Context: an optimization exercise on an open-source flow, tuned for small area, a short achievable clock period and few clock cycles. The choices shown serve that exercise and are no tape-out recipe.
RTL that was checked went through simulation tests only; none was proved equivalent to the original.
No activity file was given, so power comes from the tool's default toggle rates.

==> job 6599: inputs <==
Design sp_top, start of the top module:
module sp_top
(
	input  logic         clk,
	input  logic         rst_n,
	input  sp_pkg::series_beat_t in_beat,
	input  sp_pkg::sp_mode_t     in_mode,
	output sp_pkg::series_beat_t out_beat
);
==> module mod_inverse, before the edit <==
module mod_inverse
(
	input  logic [8:0] u,
	output logic [8:0] v
);
	logic [7:0] idx;
	logic [8:0] t;
	assign idx = u[7:0] ^ {8{u[8]}};
	inv_table tab_inst (
		.i7(idx[7]), .i6(idx[6]), .i5(idx[5]), .i4(idx[4]),
		.i3(idx[3]), .i2(idx[2]), .i1(idx[1]), .i0(idx[0]),
		.t8(t[8]), .t7(t[7]), .t6(t[6]), .t5(t[5]), .t4(t[4]),
		.t3(t[3]), .t2(t[2]), .t1(t[1]), .t0(t[0])
	);
	assign v = t ^ {9{u[8]}};
endmodule
==> module sp_top, before the edit <==
module sp_top
(
	input  logic         clk,
	input  logic         rst_n,
	input  sp_pkg::series_beat_t in_beat,
	input  sp_pkg::sp_mode_t     in_mode,
	output sp_pkg::series_beat_t out_beat
);
	localparam logic [2:0] LAST = 3'(6 - 1);
	logic v1;
	logic [2:0] cnt1;
	logic [8:0] u1;
	sp_pkg::sp_mode_t mode_r;
	always_ff @(posedge clk or negedge rst_n) begin
		if (!rst_n) begin
			v1 <= 1'b0;
			cnt1 <= '0;
		end else begin
			v1 <= in_beat.valid;
			if (in_beat.valid)
				cnt1 <= (cnt1 == LAST) ? '0 : cnt1 + 3'd1;
		end
	end
	always_ff @(posedge clk) begin
		u1 <= in_beat.data + 9'd1;
		if (in_beat.valid && cnt1 == '0)
			mode_r <= in_mode;
	end
	logic v2;
	logic [8:0] u2;
	logic [8:0] w2;
	logic [8:0] inv1;
	mod_inverse inv_inst (
		.u (u1),
		.v (inv1)
	);
	always_ff @(posedge clk or negedge rst_n) begin
		if (!rst_n)
			v2 <= 1'b0;
		else
			v2 <= v1;
	end
	always_ff @(posedge clk) begin
		u2 <= u1;
		w2 <= mode_r.inv_en ? inv1 : u1;
	end
	logic [2:0] k3;
	logic dr;
	logic sort;
	logic sh;
	logic last_in;
	logic out_v;
	logic [8:0] out_d;
	logic [9:0] uw;
	logic [9:0] a [0:6-2];
	logic [9:0] a_head;
	logic [8:0] s_head;
	logic head_max;
	logic [9:0] pb;
	logic [9:0] qb;
	logic [10:0] t_a;
	logic [10:0] t_b;
	logic [10:0] t_sum;
	logic [8:0] r;
	assign sort = mode_r.sort_en;
	assign sh = dr || (sort && v2);
	assign last_in = sort && v2 && (k3 == LAST);
	assign uw = 10'(u2) + 10'(w2);
	series_sorter sort_inst (
		.clk      (clk),
		.shift    (sh),
		.drain    (dr),
		.count    (k3),
		.din      (w2),
		.head_max (head_max),
		.head     (s_head)
	);
	always_ff @(posedge clk) begin
		if (sh) begin
			a[0] <= uw;
			for (int i = 1; i < 6 - 1; i++)
				a[i] <= a[i-1];
		end
	end
	assign a_head = a[6-2];
	assign pb = sort ? a_head : 10'(u2);
	assign qb = sort ? 10'(w2) : {w2, 1'b0};
	fast_add #(.W(10)) add_a (.a(a_head), .b(10'(s_head)), .s(t_a));
	fast_add #(.W(10)) add_b (.a(pb), .b(qb), .s(t_b));
	assign t_sum = (sort && head_max) ? t_a : t_b;
	mod509_reduce red_inst (
		.t (t_sum),
		.r (r)
	);
	always_ff @(posedge clk or negedge rst_n) begin
		if (!rst_n) begin
			k3 <= '0;
			dr <= 1'b0;
			out_v <= 1'b0;
		end else begin
			out_v <= dr || (v2 && (!sort || k3 == LAST));
			if (dr) begin
				if (k3 == LAST) begin
					dr <= 1'b0;
					k3 <= '0;
				end else begin
					k3 <= k3 + 3'd1;
				end
			end else if (last_in) begin
				dr <= 1'b1;
				k3 <= 3'd1;
			end else if (sort && v2) begin
				k3 <= k3 + 3'd1;
			end
		end
	end
	always_ff @(posedge clk)
		out_d <= r;
	assign out_beat = {out_v, out_d};
endmodule
clock: 10.0 ns
lec_check: 0
cap_margin: 20
core_margin: 2
core_utilization: 40
slew_margin: 20
run.sh (not shown) runs the stock make flow with config.mk's settings and CLKGATE_MAP_FILE= SYNTH_SCRIPT=/design/flow/synth_recipe.tcl, a recipe that flattens the netlist after the stock synthesis.
==> job 9582: changes against job 6599 <==
--- a/flow/design.v
+++ b/flow/design.v
@@ -108,22 +108,6 @@
 	assign gt = g[L][0];
 endmodule
 `timescale 1ns/100ps
-module mod_inverse
-(
-	input  logic [8:0] u,
-	output logic [8:0] v
-);
-	logic [7:0] idx;
-	logic [8:0] t;
-	assign idx = u[7:0] ^ {8{u[8]}};
-	inv_table tab_inst (
-		.i7(idx[7]), .i6(idx[6]), .i5(idx[5]), .i4(idx[4]),
-		.i3(idx[3]), .i2(idx[2]), .i1(idx[1]), .i0(idx[0]),
-		.t8(t[8]), .t7(t[7]), .t6(t[6]), .t5(t[5]), .t4(t[4]),
-		.t3(t[3]), .t2(t[2]), .t1(t[1]), .t0(t[0])
-	);
-	assign v = t ^ {9{u[8]}};
-endmodule
 module inv_table ( 
     i7, i6, i5, i4, i3, i2, i1, i0,
     t8, t7, t6, t5, t4, t3, t2, t1, t0  );
@@ -1154,7 +1138,10 @@
 	localparam logic [2:0] LAST = 3'(6 - 1);
 	logic v1;
 	logic [2:0] cnt1;
+	logic [7:0] idx1;
+	logic sgn1;
 	logic [8:0] u1;
+	logic [8:0] u_in;
 	sp_pkg::sp_mode_t mode_r;
 	always_ff @(posedge clk or negedge rst_n) begin
 		if (!rst_n) begin
@@ -1166,28 +1153,47 @@
 				cnt1 <= (cnt1 == LAST) ? '0 : cnt1 + 3'd1;
 		end
 	end
+	assign u_in = in_beat.data + 9'd1;
 	always_ff @(posedge clk) begin
-		u1 <= in_beat.data + 9'd1;
+		sgn1 <= u_in[8];
+		idx1 <= u_in[7:0] ^ {8{u_in[8]}};
 		if (in_beat.valid && cnt1 == '0)
 			mode_r <= in_mode;
 	end
 	logic v2;
+	logic idle;
+	logic from_in;
+	logic sort_nx;
+	logic [8:0] u_nx;
+	logic [8:0] w_nx;
 	logic [8:0] u2;
-	logic [8:0] w2;
+	logic [9:0] q2;
 	logic [8:0] inv1;
-	mod_inverse inv_inst (
-		.u (u1),
-		.v (inv1)
+	assign idle = (cnt1 == '0) && !v1;
+	assign from_in = idle || !mode_r.inv_en;
+	assign sort_nx = idle ? in_mode.sort_en : mode_r.sort_en;
+	logic [8:0] t1;
+	assign u1 = {sgn1, idx1 ^ {8{sgn1}}};
+	inv_table tab_inst (
+		.i7(idx1[7]), .i6(idx1[6]), .i5(idx1[5]), .i4(idx1[4]),
+		.i3(idx1[3]), .i2(idx1[2]), .i1(idx1[1]), .i0(idx1[0]),
+		.t8(t1[8]), .t7(t1[7]), .t6(t1[6]), .t5(t1[5]), .t4(t1[4]),
+		.t3(t1[3]), .t2(t1[2]), .t1(t1[1]), .t0(t1[0])
 	);
+	assign inv1 = t1 ^ {9{sgn1}};
+	assign u_nx = from_in ? u_in : u1;
+	assign w_nx = from_in ? u_in : inv1;
 	always_ff @(posedge clk or negedge rst_n) begin
 		if (!rst_n)
 			v2 <= 1'b0;
+		else if (idle)
+			v2 <= in_beat.valid && !in_mode.inv_en;
 		else
-			v2 <= v1;
+			v2 <= mode_r.inv_en ? v1 : in_beat.valid;
 	end
 	always_ff @(posedge clk) begin
-		u2 <= u1;
-		w2 <= mode_r.inv_en ? inv1 : u1;
+		u2 <= u_nx;
+		q2 <= sort_nx ? {1'b0, w_nx} : {w_nx, 1'b0};
 	end
 	logic [2:0] k3;
 	logic dr;
@@ -1198,45 +1204,48 @@
 	logic [8:0] out_d;
 	logic [9:0] uw;
 	logic [9:0] a [0:6-2];
-	logic [9:0] a_head;
 	logic [8:0] s_head;
 	logic head_max;
-	logic [9:0] pb;
-	logic [9:0] qb;
 	logic [10:0] t_a;
 	logic [10:0] t_b;
-	logic [10:0] t_sum;
+	logic [8:0] r_a;
+	logic [8:0] r_b;
 	logic [8:0] r;
 	assign sort = mode_r.sort_en;
 	assign sh = dr || (sort && v2);
 	assign last_in = sort && v2 && (k3 == LAST);
-	assign uw = 10'(u2) + 10'(w2);
+	assign uw = 10'(u2) + q2;
 	series_sorter sort_inst (
 		.clk      (clk),
 		.shift    (sh),
 		.drain    (dr),
 		.count    (k3),
-		.din      (w2),
+		.din      (q2[8:0]),
 		.head_max (head_max),
 		.head     (s_head)
 	);
 	always_ff @(posedge clk) begin
 		if (sh) begin
 			a[0] <= uw;
-			for (int i = 1; i < 6 - 1; i++)
+			for (int i = 1; i < 6 - 2; i++)
 				a[i] <= a[i-1];
 		end
+		if (sh)
+			a[6-2] <= a[6-3];
+		else if (!sort_nx)
+			a[6-2] <= 10'(u_nx);
 	end
-	assign a_head = a[6-2];
-	assign pb = sort ? a_head : 10'(u2);
-	assign qb = sort ? 10'(w2) : {w2, 1'b0};
-	fast_add #(.W(10)) add_a (.a(a_head), .b(10'(s_head)), .s(t_a));
-	fast_add #(.W(10)) add_b (.a(pb), .b(qb), .s(t_b));
-	assign t_sum = (sort && head_max) ? t_a : t_b;
-	mod509_reduce red_inst (
-		.t (t_sum),
-		.r (r)
+	fast_add #(.W(10)) add_a (.a(a[6-2]), .b(10'(s_head)), .s(t_a));
+	fast_add #(.W(10)) add_b (.a(a[6-2]), .b(q2), .s(t_b));
+	mod509_reduce red_a (
+		.t (t_a),
+		.r (r_a)
+	);
+	mod509_reduce red_b (
+		.t (t_b),
+		.r (r_b)
 	);
+	assign r = (sort && head_max) ? r_a : r_b;
 	always_ff @(posedge clk or negedge rst_n) begin
 		if (!rst_n) begin
 			k3 <= '0;
==> flow/flow/run.sh (new file) <==
#!/bin/bash
set -o pipefail
export SETUP_SLACK_MARGIN=7
bash standard.sh > standard.log 2>&1
==> flow/standard.sh (new file) <==
#!/bin/bash
# synth_recipe.tcl (not shown) runs the flow's synth.tcl, then flattens the netlist and writes it again
# the make line also repeats each setting of config.mk as NAME=value (left out here)
make -C /OpenROAD-flow-scripts/flow DESIGN_CONFIG=/design/flow/config.mk WORK_HOME=/design/flow/orfs CLKGATE_MAP_FILE= SYNTH_SCRIPT=/design/flow/synth_recipe.tcl "${@:-finish}"
PLACE_DENSITY = 0.45   (was default)
SYNTH_HIERARCHICAL = 1   (was default)
removed: flow/run.sh
==> run summary <==
metric                                                     job 6599                 job 9582
Status                                      complete, no violations  complete, no violations
Total via count in the routed design                         10,670                   11,680
Net switching power                                      0.001759 W               0.002495 W
Beginning of the critical path                                w2[4]                  a[4][0]
Capturing point of the worst reg2reg path                  out_d[4]                 out_d[7]
Final Instance Area                                      12,730 µm²               14,800 µm²
Worst setup slack after layout                             5.002 ns                 6.662 ns
Crit path time final                                       4.998 ns                 3.338 ns
Reg power frac                                                0.287                    0.213
Clock buffer count                                               18                       17
Total Nets Final                                              1,381                    1,583
Non-filler cells, final                                       1,649                    1,848
Number of non-clock buffers in the layout                        40                      109
Max IR drop VDD                                           0.1516 mV                0.1784 mV
Inverters excl. clock                                            69                      101
Via count of the first global-routing pass                   10,020                   11,140
Overall power after layout                               0.004006 W               0.005430 W
N_taps                                                          384                      396
Testbench counts of job 9582, summed over its fixed seeds: cycles 6,624.
For job 6599, only the layout was checked, not whether the RTL still works.

==> afterwards: timing with drivers on the ports <==
The flow's constraints put no driver on any port. The routed layouts listed below were extracted and timed again, unchanged, in two steps.
Step 1, drivers: a clkbuf_16 drives clk and a buf_2 each remaining input, both assumed.
Step 2 times the ports against the registers' clock, not the clock port: input delays grow and output delays shrink by t, the midpoint of the rising clock arrivals with the driver on.
Slacks: no drivers / after step 1 / after step 2; pairs: no drivers / after step 1.
| run | t, ns | setup slack, ns | latest minus earliest clock arrival (ns) | cell pins on the clock port's net |
|---|---|---|---|---|
| job 6599 | 0.466 | 5.002 / 5.002 / 5.002 | 0.015 / 0.015 | 1 |
| job 9582 | 0.481 | 6.662 / 6.662 / 6.511 | 0.011 / 0.011 | 1 |
After both steps setup and hold are still met in every run listed. For job 9582, which loses most, drivers alone change the setup slack by 0.000 ns; drivers and shift together by -0.151 ns.
